From an optimization exercise on the open Yosys and OpenROAD flow, aimed at small area; shortcuts taken in it are not production practice.
Where RTL was checked, it was by simulation tests only, not by an equivalence proof against the original.
Power figures rest on the tool's default switching activity, not on a simulated workload.

==> inputs of run a <==
## dma_top
module dma_top (
	input  logic                 clk,
	input  logic                 rst,
	input  logic                 cfg_en,
	input  dma_pkg::addr_t       cfg_addr,
	input  dma_pkg::data_t       cfg_data,
	input  dma_pkg::data_t       mem_rdata,
	input  logic                 mem_rvalid,
	input  logic                 mem_wvalid,
	output dma_pkg::addr_t       mem_addr,
	output logic [3:0]           mem_bweb,
	output dma_pkg::data_t       mem_wdata,
	output dma_pkg::burst_len_t  mem_burst_len,
	output logic                 mem_ceb,
	output logic                 mem_web,
	output logic                 irq
);
	logic        enable;
	logic [31:2] src;
	logic [31:2] dst;
	logic [31:0] lenr;       
	logic [31:0] off;        
	logic [1:0]  state;      
	logic        pw;         
	logic [1:0]  cnt;        
	logic [1:0]  bl;         
	logic [31:0] mem [4];
	logic idle, st_rd, st_wr, st_done;
	assign idle    = (state == 2'd0);
	assign st_rd   = (state == 2'd1);
	assign st_wr   = (state == 2'd2);
	assign st_done = (state == 2'd3);
	logic wr_ok;
	assign wr_ok = cfg_en && !(st_rd || st_wr);
	logic src_v, dst_v;
	always_ff @(posedge clk or posedge rst) begin
		if (rst) begin
			enable <= 1'b0;
  ...
==> module dma_top, before the edit <==
module dma_top (
	input  logic                 clk,
	input  logic                 rst,
	input  logic                 cfg_en,
	input  dma_pkg::addr_t       cfg_addr,
	input  dma_pkg::data_t       cfg_data,
	input  dma_pkg::data_t       mem_rdata,
	input  logic                 mem_rvalid,
	input  logic                 mem_wvalid,
	output dma_pkg::addr_t       mem_addr,
	output logic [3:0]           mem_bweb,
	output dma_pkg::data_t       mem_wdata,
	output dma_pkg::burst_len_t  mem_burst_len,
	output logic                 mem_ceb,
	output logic                 mem_web,
	output logic                 irq
);
	logic        enable;
	logic [31:2] src;
	logic [31:2] dst;
	logic [31:0] lenr;       
	logic [31:0] off;        
	logic [1:0]  state;      
	logic        pw;         
	logic [1:0]  cnt;        
	logic [1:0]  bl;         
	logic [31:0] mem [4];
	logic idle, st_rd, st_wr, st_done;
	assign idle    = (state == 2'd0);
	assign st_rd   = (state == 2'd1);
	assign st_wr   = (state == 2'd2);
	assign st_done = (state == 2'd3);
	logic wr_ok;
	assign wr_ok = cfg_en && !(st_rd || st_wr);
	logic src_v, dst_v;
	always_ff @(posedge clk or posedge rst) begin
		if (rst) begin
			enable <= 1'b0;
			src_v  <= 1'b0;
			dst_v  <= 1'b0;
		end else if (wr_ok) begin
			if (cfg_addr == 32'h10020100)  enable <= cfg_data[0];
			if (cfg_addr == 32'h10020200) src_v  <= 1'b1;
			if (cfg_addr == 32'h10020300) dst_v  <= 1'b1;
		end
	end
	logic [31:2] src_q, dst_q;
	always_ff @(posedge clk) begin
		if (wr_ok && cfg_addr == 32'h10020200) src_q <= cfg_data[31:2];
		if (wr_ok && cfg_addr == 32'h10020300) dst_q <= cfg_data[31:2];
	end
	assign src = src_q & {30{src_v}};
	assign dst = dst_q & {30{dst_v}};
	logic [10:0] rd_lo, wr_lo;
	assign rd_lo = {1'b0, src[11:2]} + {1'b0, off[9:0]};
	assign wr_lo = {1'b0, dst[11:2]} + {1'b0, off[9:0]};
	logic [1:0] c_rem, c_rd, c_wr, c_min;
	assign c_rem = (lenr[31:2] != '0) ? 2'd3 : 2'(lenr[1:0] - 2'd1);
	assign c_rd  = (&rd_lo[9:2]) ? ~rd_lo[1:0] : 2'd3;
	assign c_wr  = (&wr_lo[9:2]) ? ~wr_lo[1:0] : 2'd3;
	assign c_min = (c_rd < c_rem) ? c_rd : c_rem;
	logic [2:0]  n;
	logic [31:0] off_nxt;
	logic        last_beat, rd_beat, wr_beat, adv, fin;
	assign n         = {1'b0, bl} + 3'd1;
	assign off_nxt   = off + 32'(n);
	assign last_beat = (cnt == bl);
	assign rd_beat   = st_rd && !pw && mem_rvalid;
	assign wr_beat   = st_wr && mem_wvalid;
	assign adv       = wr_beat && last_beat;
	assign fin       = (lenr == 32'(n));
	always_ff @(posedge clk or posedge rst) begin
		if (rst) begin
			state <= 2'd0;
			cnt   <= 2'd0;
		end else begin
			if (rd_beat || wr_beat) cnt <= cnt + 2'd1 & {2{!last_beat}};
			case (state)
				2'd0: if (enable) state <= 2'd1;
				2'd1: if (rd_beat && last_beat) state <= 2'd2;
				2'd2: if (adv) state <= fin ? 2'd3 : 2'd1;
				default: if (!enable) state <= 2'd0;
			endcase
		end
	end
	always_ff @(posedge clk) begin
		pw <= st_wr;
		bl <= (c_wr < c_min) ? c_wr : c_min;
		if (idle) off <= '0;
		else if (adv) off <= off_nxt;
		if (wr_ok && cfg_addr == 32'h10020400) lenr <= cfg_data;
		else if (adv) lenr <= fin ? off_nxt : lenr - 32'(n);
		if (rd_beat) mem[cnt] <= mem_rdata;
	end
	logic [1:0] sel;
	assign sel = cnt + {1'b0, mem_wvalid};
	logic [31:12] hi;
	assign hi = (st_wr ? dst[31:12] : src[31:12]) + off[29:10] + 20'(st_wr ? wr_lo[10] : rd_lo[10]);
	assign mem_wdata     = mem[sel];
	assign mem_ceb       = !((st_rd && !pw) || st_wr);
	assign mem_web       = !st_wr;
	assign mem_bweb      = {4{!st_wr}};
	assign mem_addr      = {hi, st_wr ? wr_lo[9:0] : rd_lo[9:0], 2'b00};
	assign mem_burst_len = {2'b00, bl};
	assign irq           = st_done;
endmodule
export LEC_CHECK = 0
export CAP_MARGIN = 20
export CORE_MARGIN = 2
export CORE_UTILIZATION = 40
export SLEW_MARGIN = 20
create_clock -name core_clock -period 7.0 [get_ports {clk}]
standard.sh (not shown) runs the stock make flow with config.mk's settings and CLKGATE_MAP_FILE= SYNTH_SCRIPT=/design/flow/synth_recipe.tcl, a recipe that flattens the netlist after the stock synthesis.
==> flow/flow/run.sh <==
#!/bin/bash
# Standard layout with two changes: port buffers use the smallest buffer cell,
# and clock tree synthesis uses larger sink clusters and no dummy loads.
set -euo pipefail
bash standard.sh \
	"BUFFER_PORTS_ARGS=-buffer_cell sky130_fd_sc_hd__buf_1" \
	"CTS_ARGS=-sink_clustering_enable -repair_clock_nets -dont_use_dummy_load -sink_clustering_size 20 -sink_clustering_max_diameter 60 -buf_list {sky130_fd_sc_hd__clkbuf_16}" \
	finish > make_finish.log 2>&1
==> run b (differences from run a) <==
--- a/flow/design.v
+++ b/flow/design.v
@@ -78,3 +78,3 @@
 	assign n         = {1'b0, bl} + 3'd1;
-	assign off_nxt   = off + 32'(n);
+	assign off_nxt   = off + 32'(adv ? n : 3'd0);  
 	assign last_beat = (cnt == bl);
@@ -100,7 +100,8 @@
 		pw <= st_wr;
+		rd_c <= rd_lo[10];
+		wr_c <= wr_lo[10];
 		bl <= (c_wr < c_min) ? c_wr : c_min;
-		if (idle) off <= '0;
-		else if (adv) off <= off_nxt;
+		off <= idle ? '0 : off_nxt;
 		if (wr_ok && cfg_addr == 32'h10020400) lenr <= cfg_data;
-		else if (adv) lenr <= fin ? off_nxt : lenr - 32'(n);
+		else lenr <= (adv && fin) ? off_nxt : lenr - 32'(adv ? n : 3'd0);
 		if (rd_beat) mem[cnt] <= mem_rdata;
@@ -109,4 +110,5 @@
 	assign sel = cnt + {1'b0, mem_wvalid};
+	logic rd_c, wr_c;
 	logic [31:12] hi;
-	assign hi = (st_wr ? dst[31:12] : src[31:12]) + off[29:10] + 20'(st_wr ? wr_lo[10] : rd_lo[10]);
+	assign hi = (st_wr ? dst[31:12] : src[31:12]) + off[29:10] + 20'(st_wr ? wr_c : rd_c);
 	assign mem_wdata     = mem[sel];
==> flow/flow/run.sh (replaced) <==
#!/bin/bash
# Standard layout with these changes: port buffers use the smallest buffer cell,
# clock tree synthesis uses larger sink clusters and no dummy loads, and
# other settings given below. make's full output goes to make_finish.log.
set -euo pipefail
bash standard.sh \
	"BUFFER_PORTS_ARGS=-buffer_cell sky130_fd_sc_hd__buf_1" \
	"CTS_ARGS=-sink_clustering_enable -repair_clock_nets -dont_use_dummy_load -sink_clustering_size 20 -sink_clustering_max_diameter 60 -buf_list {sky130_fd_sc_hd__clkbuf_8}" \
	finish > make_finish.log 2>&1
CORE_UTILIZATION = 70   (was 40)
==> run summary <==
| metric | run b | run a |
|---|---|---|
| Result of the run | timing/DRC/antenna clean | finished with violations |
| Violated checks | - | setup timing |
| Proportion of cell area occupied by multi-input gates | 38.6% | 36.7% |
| Slew Limit Headroom | 32.2% | 45.5% |
| Arithmetic-cell share of the synthesized area counting full adders, half adders and majority gates | 6.54% | 6.32% |
| Non-clock buffer total of the final layout | 183 | 212 |
| Dpl cell area | 13800 um2 | 14600 um2 |
| Clock power frac | 17.8% | 29.3% |
| HPWL after DPL | 19800 um | 22700 um |
| CP arrival | 4.64 ns | 5.64 ns |
| Post-Synth Simple-Gate Area | 13.2% | 12.5% |
| Routed length on met3 | 1760 um | 1900 um |
| Number of sequential storage elements | 264 | 262 |
| Core utilization of the finished layout | 78.3% | 46.3% |
| Clock Skews | 0.0569 ns | 0.0361 ns |
| Clock sink count | 264 | 262 |
| Average cell area after synthesis | 12.4 um2 | 12.2 um2 |
| Net count, final | 1379 | 1452 |
Only the layout flow was run in run a; the RTL was not checked for function there.

==> afterwards: timing with drivers on the ports <==
No port has a modelled driver above. Below, the same layouts with a new extraction and two added sets of constraints.
Step 1 assumes that a clkbuf_16 drives the clock port and a buf_2 every other input.
Step 2 moves the port delays by t, midway between the first and last clock arrival at a register: inputs arrive t later, outputs are due t later. That takes back most of the time a late clock gives input paths.
Three values: no drivers, after step 1, after step 2; two values: the first two.
run | t (ns) | setup slack, ns | clock arrival spread, ns | worst register clock-pin slew, ns | cell pins on the clock port's net
run a | 0.565 | -0.039 / -0.091 / 0.474 | 0.046 / 0.046 | 0.08 / 0.08 | 1
run b | 0.554 | 0.956 / 0.912 / 1.466 | 0.078 / 0.078 | 0.12 / 0.12 | 1
